Context: an optimization exercise on an open-source flow, tuned for small area, a short achievable clock period and few clock cycles per item. The choices shown serve that exercise and are no tape-out recipe.
Only simulation tests tie the RTL to the original design; equivalence was not proved.

==> design.v <==
package lib_switchblock_pkg;
  typedef enum logic [2:0] {
    TAP_B0 = 3'd0,
    TAP_B1 = 3'd1,
    TAP_B2 = 3'd2,
    TAP_A1 = 3'd3,
    TAP_A2 = 3'd4
  } biquad_tap_e;
  typedef enum logic [1:0] {
    IDLE = 2'd0,
    MAC  = 2'd1,
    OUT  = 2'd2
  } biquad_state_e;
  localparam logic [4:0] BIQUAD_UNITY = 5'b00001;
endpackage
module iir_round_sat #(
  parameter int ACC_W  = 37,
  parameter int FRAC_W = 16,
  parameter int DATA_W = 16
) (
  input  logic signed [ACC_W-1:0]  acc_i,
  output logic signed [DATA_W-1:0] data_o,
  output logic                     sat_o
);
  localparam int SUM_W = ACC_W + 1;
  localparam int SH_W  = SUM_W - FRAC_W;
  localparam logic signed [SH_W-1:0] MAX_V = {{(SH_W-DATA_W+1){1'b0}}, {(DATA_W-1){1'b1}}};
  localparam logic signed [SH_W-1:0] MIN_V = {{(SH_W-DATA_W+1){1'b1}}, {(DATA_W-1){1'b0}}};
  logic signed [SUM_W-1:0] sum;
  logic signed [SH_W-1:0]  shifted;
  always_comb begin
    sum     = {acc_i[ACC_W-1], acc_i} + (SUM_W'(1) << (FRAC_W - 1));
    shifted = SH_W'(sum >>> FRAC_W);
    sat_o   = 1'b0;
    data_o  = shifted[DATA_W-1:0];
    if (shifted > MAX_V) begin
      sat_o  = 1'b1;
      data_o = MAX_V[DATA_W-1:0];
    end else if (shifted < MIN_V) begin
      sat_o  = 1'b1;
      data_o = MIN_V[DATA_W-1:0];
    end
  end
endmodule
module iir_biquad_mc #(
  parameter int DATA_W = 16,
  parameter int COEF_W = 18,
  parameter int FRAC_W = 16,
  parameter int NUM_CH = 4,
  localparam int CH_W  = (NUM_CH > 1) ? $clog2(NUM_CH) : 1,
  localparam int ACC_W = DATA_W + COEF_W + 3
) (
  input  logic              clk_i,
  input  logic              reset_ni,
  input  logic              in_valid_i,
  output logic              in_ready_o,
  input  logic [CH_W-1:0]   in_ch_i,
  input  logic [DATA_W-1:0] in_data_i,
  input  logic              bypass_i,
  input  logic              state_clr_i,
  input  logic              coef_we_i,
  input  logic [2:0]        coef_sel_i,
  input  logic [COEF_W-1:0] coef_data_i,
  output logic              out_valid_o,
  output logic [CH_W-1:0]   out_ch_o,
  output logic [DATA_W-1:0] out_data_o,
  output logic              out_sat_o
);
  localparam int PROD_W = DATA_W + COEF_W;
  localparam logic signed [COEF_W-1:0] COEF_ONE = COEF_W'(1) << FRAC_W;
  localparam logic [CH_W:0] NUM_CH_L = (CH_W + 1)'(NUM_CH);
  lib_switchblock_pkg::biquad_state_e state_q, state_d;
  lib_switchblock_pkg::biquad_tap_e   tap_q, tap_d;
  logic                     ready_q;
  logic [CH_W-1:0]          ch_q;
  logic signed [DATA_W-1:0] x_q;
  logic                     byp_q;
  logic                     drop_q;
  logic signed [ACC_W-1:0]  acc_q, acc_d;
  logic signed [COEF_W-1:0] coef_q [5];
  logic signed [DATA_W-1:0] x1_q [NUM_CH];
  logic signed [DATA_W-1:0] x2_q [NUM_CH];
  logic signed [DATA_W-1:0] y1_q [NUM_CH];
  logic signed [DATA_W-1:0] y2_q [NUM_CH];
  logic                     out_valid_q;
  logic [CH_W-1:0]          out_ch_q;
  logic [DATA_W-1:0]        out_data_q;
  logic                     out_sat_q;
  logic                     accept;
  logic                     last_tap;
  logic [CH_W-1:0]          hidx;
  logic signed [DATA_W-1:0] opnd;
  logic signed [COEF_W-1:0] coef_m;
  logic signed [PROD_W-1:0] prod;
  logic signed [ACC_W-1:0]  term;
  logic signed [DATA_W-1:0] y_rs, y_fin;
  logic                     sat_rs, sat_fin;
  assign accept   = ready_q && in_valid_i && !state_clr_i;
  assign last_tap = (state_q == lib_switchblock_pkg::MAC) && (tap_q == lib_switchblock_pkg::TAP_A2);
  always_comb begin
    hidx   = drop_q ? '0 : ch_q;
    opnd   = x_q;
    coef_m = coef_q[0];
    case (tap_q)
      lib_switchblock_pkg::TAP_B0:  begin opnd = x_q;        coef_m = coef_q[0]; end
      lib_switchblock_pkg::TAP_B1:  begin opnd = x1_q[hidx]; coef_m = coef_q[1]; end
      lib_switchblock_pkg::TAP_B2:  begin opnd = x2_q[hidx]; coef_m = coef_q[2]; end
      lib_switchblock_pkg::TAP_A1:  begin opnd = y1_q[hidx]; coef_m = coef_q[3]; end
      lib_switchblock_pkg::TAP_A2:  begin opnd = y2_q[hidx]; coef_m = coef_q[4]; end
      default: begin opnd = x_q;        coef_m = coef_q[0]; end
    endcase
    prod  = opnd * coef_m;
    term  = {{(ACC_W-PROD_W){prod[PROD_W-1]}}, prod};
    acc_d = (tap_q == lib_switchblock_pkg::TAP_A1 || tap_q == lib_switchblock_pkg::TAP_A2) ? acc_q - term : acc_q + term;
  end
  iir_round_sat #(
    .ACC_W (ACC_W),
    .FRAC_W(FRAC_W),
    .DATA_W(DATA_W)
  ) u_round_sat (
    .acc_i (acc_d),
    .data_o(y_rs),
    .sat_o (sat_rs)
  );
  assign y_fin   = byp_q ? x_q : y_rs;
  assign sat_fin = byp_q ? 1'b0 : sat_rs;
  always_comb begin
    state_d = state_q;
    tap_d   = tap_q;
    case (state_q)
      lib_switchblock_pkg::IDLE: if (accept) begin
        state_d = lib_switchblock_pkg::MAC;
        tap_d   = lib_switchblock_pkg::TAP_B0;
      end
      lib_switchblock_pkg::MAC: begin
        if (tap_q == lib_switchblock_pkg::TAP_A2) state_d = lib_switchblock_pkg::OUT;
        else                 tap_d   = lib_switchblock_pkg::biquad_tap_e'(tap_q + 3'd1);
      end
      lib_switchblock_pkg::OUT:     state_d = lib_switchblock_pkg::IDLE;
      default: state_d = lib_switchblock_pkg::IDLE;
    endcase
    if (state_clr_i) state_d = lib_switchblock_pkg::IDLE;
  end
  always_ff @(posedge clk_i or negedge reset_ni) begin
    if (!reset_ni) begin
      state_q     <= lib_switchblock_pkg::IDLE;
      tap_q       <= lib_switchblock_pkg::TAP_B0;
      ready_q     <= 1'b0;
      ch_q        <= '0;
      x_q         <= '0;
      byp_q       <= 1'b0;
      drop_q      <= 1'b0;
      acc_q       <= '0;
      out_valid_q <= 1'b0;
      out_ch_q    <= '0;
      out_data_q  <= '0;
      out_sat_q   <= 1'b0;
      for (int i = 0; i < 5; i++) coef_q[i] <= lib_switchblock_pkg::BIQUAD_UNITY[i] ? COEF_ONE : '0;
      for (int i = 0; i < NUM_CH; i++) begin
        x1_q[i] <= '0;
        x2_q[i] <= '0;
        y1_q[i] <= '0;
        y2_q[i] <= '0;
      end
    end else begin
      state_q     <= state_d;
      tap_q       <= tap_d;
      ready_q     <= (state_d == lib_switchblock_pkg::IDLE);
      out_valid_q <= 1'b0;
      if (accept) begin
        ch_q   <= in_ch_i;
        x_q    <= in_data_i;
        byp_q  <= bypass_i;
        drop_q <= ({1'b0, in_ch_i} >= NUM_CH_L);
        acc_q  <= '0;
      end else if (state_q == lib_switchblock_pkg::MAC) begin
        acc_q  <= acc_d;
      end
      if (ready_q && coef_we_i && coef_sel_i <= 3'd4) coef_q[coef_sel_i] <= coef_data_i;
      if (state_clr_i) begin
        for (int i = 0; i < NUM_CH; i++) begin
          x1_q[i] <= '0;
          x2_q[i] <= '0;
          y1_q[i] <= '0;
          y2_q[i] <= '0;
        end
      end else if (last_tap && !drop_q) begin
        out_valid_q    <= 1'b1;
        out_ch_q       <= ch_q;
        out_data_q     <= y_fin;
        out_sat_q      <= sat_fin;
        x2_q[ch_q]     <= x1_q[ch_q];
        x1_q[ch_q]     <= x_q;
        y2_q[ch_q]     <= y1_q[ch_q];
        y1_q[ch_q]     <= y_fin;
      end
    end
  end
  assign in_ready_o  = ready_q;
  assign out_valid_o = out_valid_q;
  assign out_ch_o    = out_ch_q;
  assign out_data_o  = out_data_q;
  assign out_sat_o   = out_sat_q;
endmodule
==> run.sh <==
#!/bin/bash
# synth_recipe.tcl (not shown) runs the flow's synth.tcl, then flattens the netlist and writes it again
# the make line also repeats each setting of config.mk as NAME=value (left out here)
make -C /OpenROAD-flow-scripts/flow DESIGN_CONFIG=/design/flow/config.mk WORK_HOME=/design/flow/orfs CLKGATE_MAP_FILE= SYNTH_SCRIPT=/design/flow/synth_recipe.tcl finish
==> config.mk <==
export PLATFORM = sky130hd
export DESIGN_NAME = iir_biquad_mc
export DESIGN_NICKNAME = iir_biquad_mc
export VERILOG_FILES = /design/flow/design.v
export SDC_FILE = /design/flow/constraint.sdc
export NUM_CORES = 4
export LEC_CHECK = 0
export CAP_MARGIN = 20
export CORE_MARGIN = 2
export CORE_UTILIZATION = 40
export SLEW_MARGIN = 20
==> constraint.sdc <==
create_clock -name core_clock -period 14.0 [get_ports {clk_i}]
set_input_delay 2.8000 -clock core_clock [delete_from_list [all_inputs] [get_ports {clk_i}]]
set_output_delay 2.8000 -clock core_clock [all_outputs]
set_load 0.01 [all_outputs]
==> summary.txt <==
[Yosys cell counts, drive strengths merged (39+ instances only)]
library cell  instances  area, um2
nand2               468       1760
dfrtp               427      10700
nor2                421       1590
inv                 365       1370
fa                  292       5850
a21oi               200       1010
o21ai               177        890
clkbuf              174        654
mux2i               164       1640
ha                  128       1600
mux2                113       1270
xnor2                64        568
nand3                61        310
a22oi                54        420
nor3                 42        215
xor2                 39        349
[what timing repair did]
| action | CTS | global route |
|---|---|---|
| resized for setup | 0 | 16 |
| hold buffers | 0 | 0 |
| setup endpoints to repair | 0 | 76 |
| endpoints found under the hold margin | 0 | 0 |
| buffers inserted | 0 | 10 |
[worst min path at each step]
stage,startpoint,slack [ns],endpoint
6_report,out_data_q[1],0.48,out_data_q[1]
5_1_grt,y1_q[2][8],0.51,y1_q[2][8]
4_1_cts,out_data_q[1],0.48,out_data_q[1]
3_5_place_dp,out_data_q[1],0.46,out_data_q[1]
3_3_place_gp,out_data_q[14],0.46,out_data_q[14]
2_1_floorplan,y1_q[3][14],0.44,y1_q[3][14]
[area by class of cell]
cell class                      instances  area share [%]
Clock buffer                           70            3.77
Clock inverter                         19           0.551
Inverter                              369            3.60
Multi-Input combinational cell       2709            56.6
Sequential cell                       428            27.8
Tap cell                             1144            3.71
Timing Repair Buffer                  176            3.97
[tightest hold or removal path, delay by kind of cell (launching register included)]
| family | cells | cell delay, ns |
|---|---|---|
| DFF | 1 | 0.35 |
| and+or+nand+nor | 2 | 0.10 |
[state kept, by name, summed over array words and instances (netlist names)]
signal / cells
coef_q: 90
x1_q: 64
x2_q: 64
y1_q: 64
y2_q: 64
acc_q: 37
out_data_q: 16
x_q: 16
tap_q: 3
ch_q: 2
out_ch_q: 2
state_q: 2
byp_q: 1
out_sat_q: 1
out_valid_q: 1
ready_q: 1
[cells by family (layout without fill, tap and decap cells)]
logic type / after synthesis / after routing / share of synthesized area [%]
AND/OR/NAND/NOR: 1157 / 1158 / 14.5
flip-flops: 428 / 428 / 30.9
buffers and inverters: 577 / 634 / 6.41
XOR/XNOR: 103 / 103 / 2.65
adder cells (fa/ha/maj): 420 / 420 / 21.5
multiplexers: 309 / 309 / 10.5
AO/OA/AOI/OAI: 719 / 719 / 13.5
[per-layer routing]
metal  GRT usage, %  wire, um  up-vias
met5              0        23        -
li1               -         -    12500
met3           3.99      7160      186
met2           34.9     44200      914
met1           34.3     48000    13800
met4           5.95      2830        4
[stage by stage]
step                      hold WS (ns)  std cells
after floorplan                  0.445       3713
after global placement           0.458       4815
after detailed placement         0.463       4815
after CTS                        0.481       4904
after global routing             0.510       4915
final                            0.478       4915
==> impl_results.rst <==
.. list-table::
   :header-rows: 1

   * - Metric
     - Value
   * - Final max-slew violation count
     - 0
   * - CP Buf/Inv Count
     - 8
   * - Count of state elements after synthesis
     - 428
   * - Length of the first detailed-routing pass in iterations
     - 5
   * - Clock insertion delay at the later pin of the skew report
     - 0.62 ns
   * - Top cell family by delay on the critical path
     - adder cells
   * - Startpoint Class
     - register
   * - CP most frequent cell
     - fa_1
   * - Buffers from clock root to sink, at most
     - 3
   * - Antenna cells
     - 0
   * - Final antenna-violating net count
     - 0
   * - Distinct cell type count of the synthesized netlist
     - 97
   * - Initial DRC count
     - 2377
   * - Clock-pin slew of the registers on the worst-case setup and hold paths
     - 0.06 ns
   * - Number of cells on the critical path
     - 46
   * - Largest net degree at the start of global routing
     - 165
   * - Total clock buffers created by CTS
     - 49
   * - Die X-Extent
     - 298 um
   * - H-tree depth
     - 2
   * - Placed instance area
     - 36800 um2
   * - Element type at the critical path end
     - register
   * - Kind of critical path
     - reg -> reg
   * - Synthesized cell area
     - 34600 um2
   * - Critical Path Sink
     - y1_q[1][1]
   * - Post-route cell area
     - 38600 um2
   * - Residual overflow from global routing
     - 0
   * - Starting density of the core
     - 40.5%
   * - Rel. slew slack
     - 25.7%
   * - Hold violation total from the final report
     - 0
   * - Avg Vias per Cell
     - 5.58
   * - Net count of the finished layout
     - 4198
   * - Area of the multi-input gates
     - 21800 um2
   * - R2r worst-path depth
     - 46
   * - Source of the worst register-to-register timing path
     - tap_q[0]
   * - Post-synth EDFFs
     - 0
   * - Setup violation total in the final timing report
     - 0
   * - Crit path DAT
     - 13.77 ns
   * - P&R area growth vs syn
     - 11.5%
   * - Floorplan Core Area
     - 85400 um2
   * - Count of input and output buffers
     - 65
   * - Net count after synthesis
     - 4178
   * - Count of boundary I/O pins
     - 66
   * - Clock root cell
     - clkbuf_16
   * - Global-route wire length before repair
     - 163000 um
   * - Clock sink count
     - 428
   * - Yosys synthesis warning count
     - 7
   * - Cell depth of the worst hold path
     - 2
   * - Fraction of layout cells with a size suffix above 1
     - 11.7%
   * - Highest clock rate
     - 75.1 MHz
   * - Class of the tightest hold or removal check
     - reg -> reg
   * - Drt wl/cell
     - 20.8 um
   * - Final clock period utilization by the worst path
     - 95.1%
   * - Total die area
     - 88900 um2
   * - Avg Synthesized Cell Area
     - 9.32 um2
   * - Flop-to-flop setup slack
     - 0.68 ns
   * - Period minus WS final
     - 13.32 ns
   * - Number of antenna violations at the first check in global routing
     - 2
   * - CTS tree
     - done
   * - Clock Skew
     - 0.0274 ns
   * - Capture point of the worst reg-to-reg path
     - y1_q[1][1]
   * - Total wirelength of the detailed-routed design
     - 102000 um
   * - Register cell area after layout
     - 10700 um2
   * - Via count of the first global-routing pass
     - 27600
   * - Result of the run
     - complete, no violations
   * - Top_reg_cell synth
     - dfrtp_1
   * - Transition time at the pin with the least slew margin
     - 1.11 ns
   * - Maximum net fanout on the critical path
     - 23
   * - Routed via count
     - 27400
   * - Max_cap viols
     - 0
   * - Total negative setup slack
     - 0 ns
   * - Tot GR Track Use
     - 23.1%
   * - Proportion of synthesized flip-flops having asynchronous set or reset
     - 100%
   * - Vertical die dimension
     - 298 um
   * - Post-layout util
     - 45.2%
   * - Largest stage delay on the critical path
     - 0.66 ns
   * - Post-route setup slack
     - 0.682 ns
   * - HPWL reported at the end of detailed placement
     - 72700 um
   * - Placement Rows
     - 107
   * - Start point of the critical path
     - tap_q[0]
   * - Number of cells produced by synthesis
     - 3713
   * - Required @ worst endpoint
     - 14.45 ns
   * - Pre-CTS setup slack
     - 0.365 ns
   * - Top library cells by usage in the layout, fill and taps aside
     - nand2_1, dfrtp_1, nor2_1
   * - Sequential share of the synthesized area
     - 30.9%
   * - Cell with the biggest individual delay on the critical path
     - o2bb2ai_1
   * - Gpl congestion
     - 0.924
   * - RSZ-0062 raised after global routing
     - false
   * - DRC violation count after routing
     - 0
   * - Total of fill cells in the finished design
     - 8336
   * - Most frequent standard cell in the layout excluding fill and tap cells
     - nand2_1
Testbench counts, summed over its fixed seeds: cycles 14,336, items 2,048.

afterwards: timing with drivers on the ports:
No port has a modelled driver above. Below, the same layout with a new extraction and two added sets of constraints.
Step 1 sets driving cells, clkbuf_16 on the clock port and buf_2 on the other inputs (assumed; they add their load-dependent delay and slew).
Step 2 also shifts input and output timing later by t, the mid clock arrival at the registers, as if the neighbouring blocks saw the same clock.
Slacks: no drivers / after step 1 / after step 2; pairs: no drivers / after step 1.
shift t [ns]: 0.661
slack for setup (ns): 0.682 / 0.682 / 0.682
hold slack, ns: 0.478 / 0.478 / 0.478
worst setup path after step 2: register to register
After both steps this run still meets setup and hold. For this run, drivers alone change the setup slack by 0.000 ns; drivers and shift together by 0.000 ns.
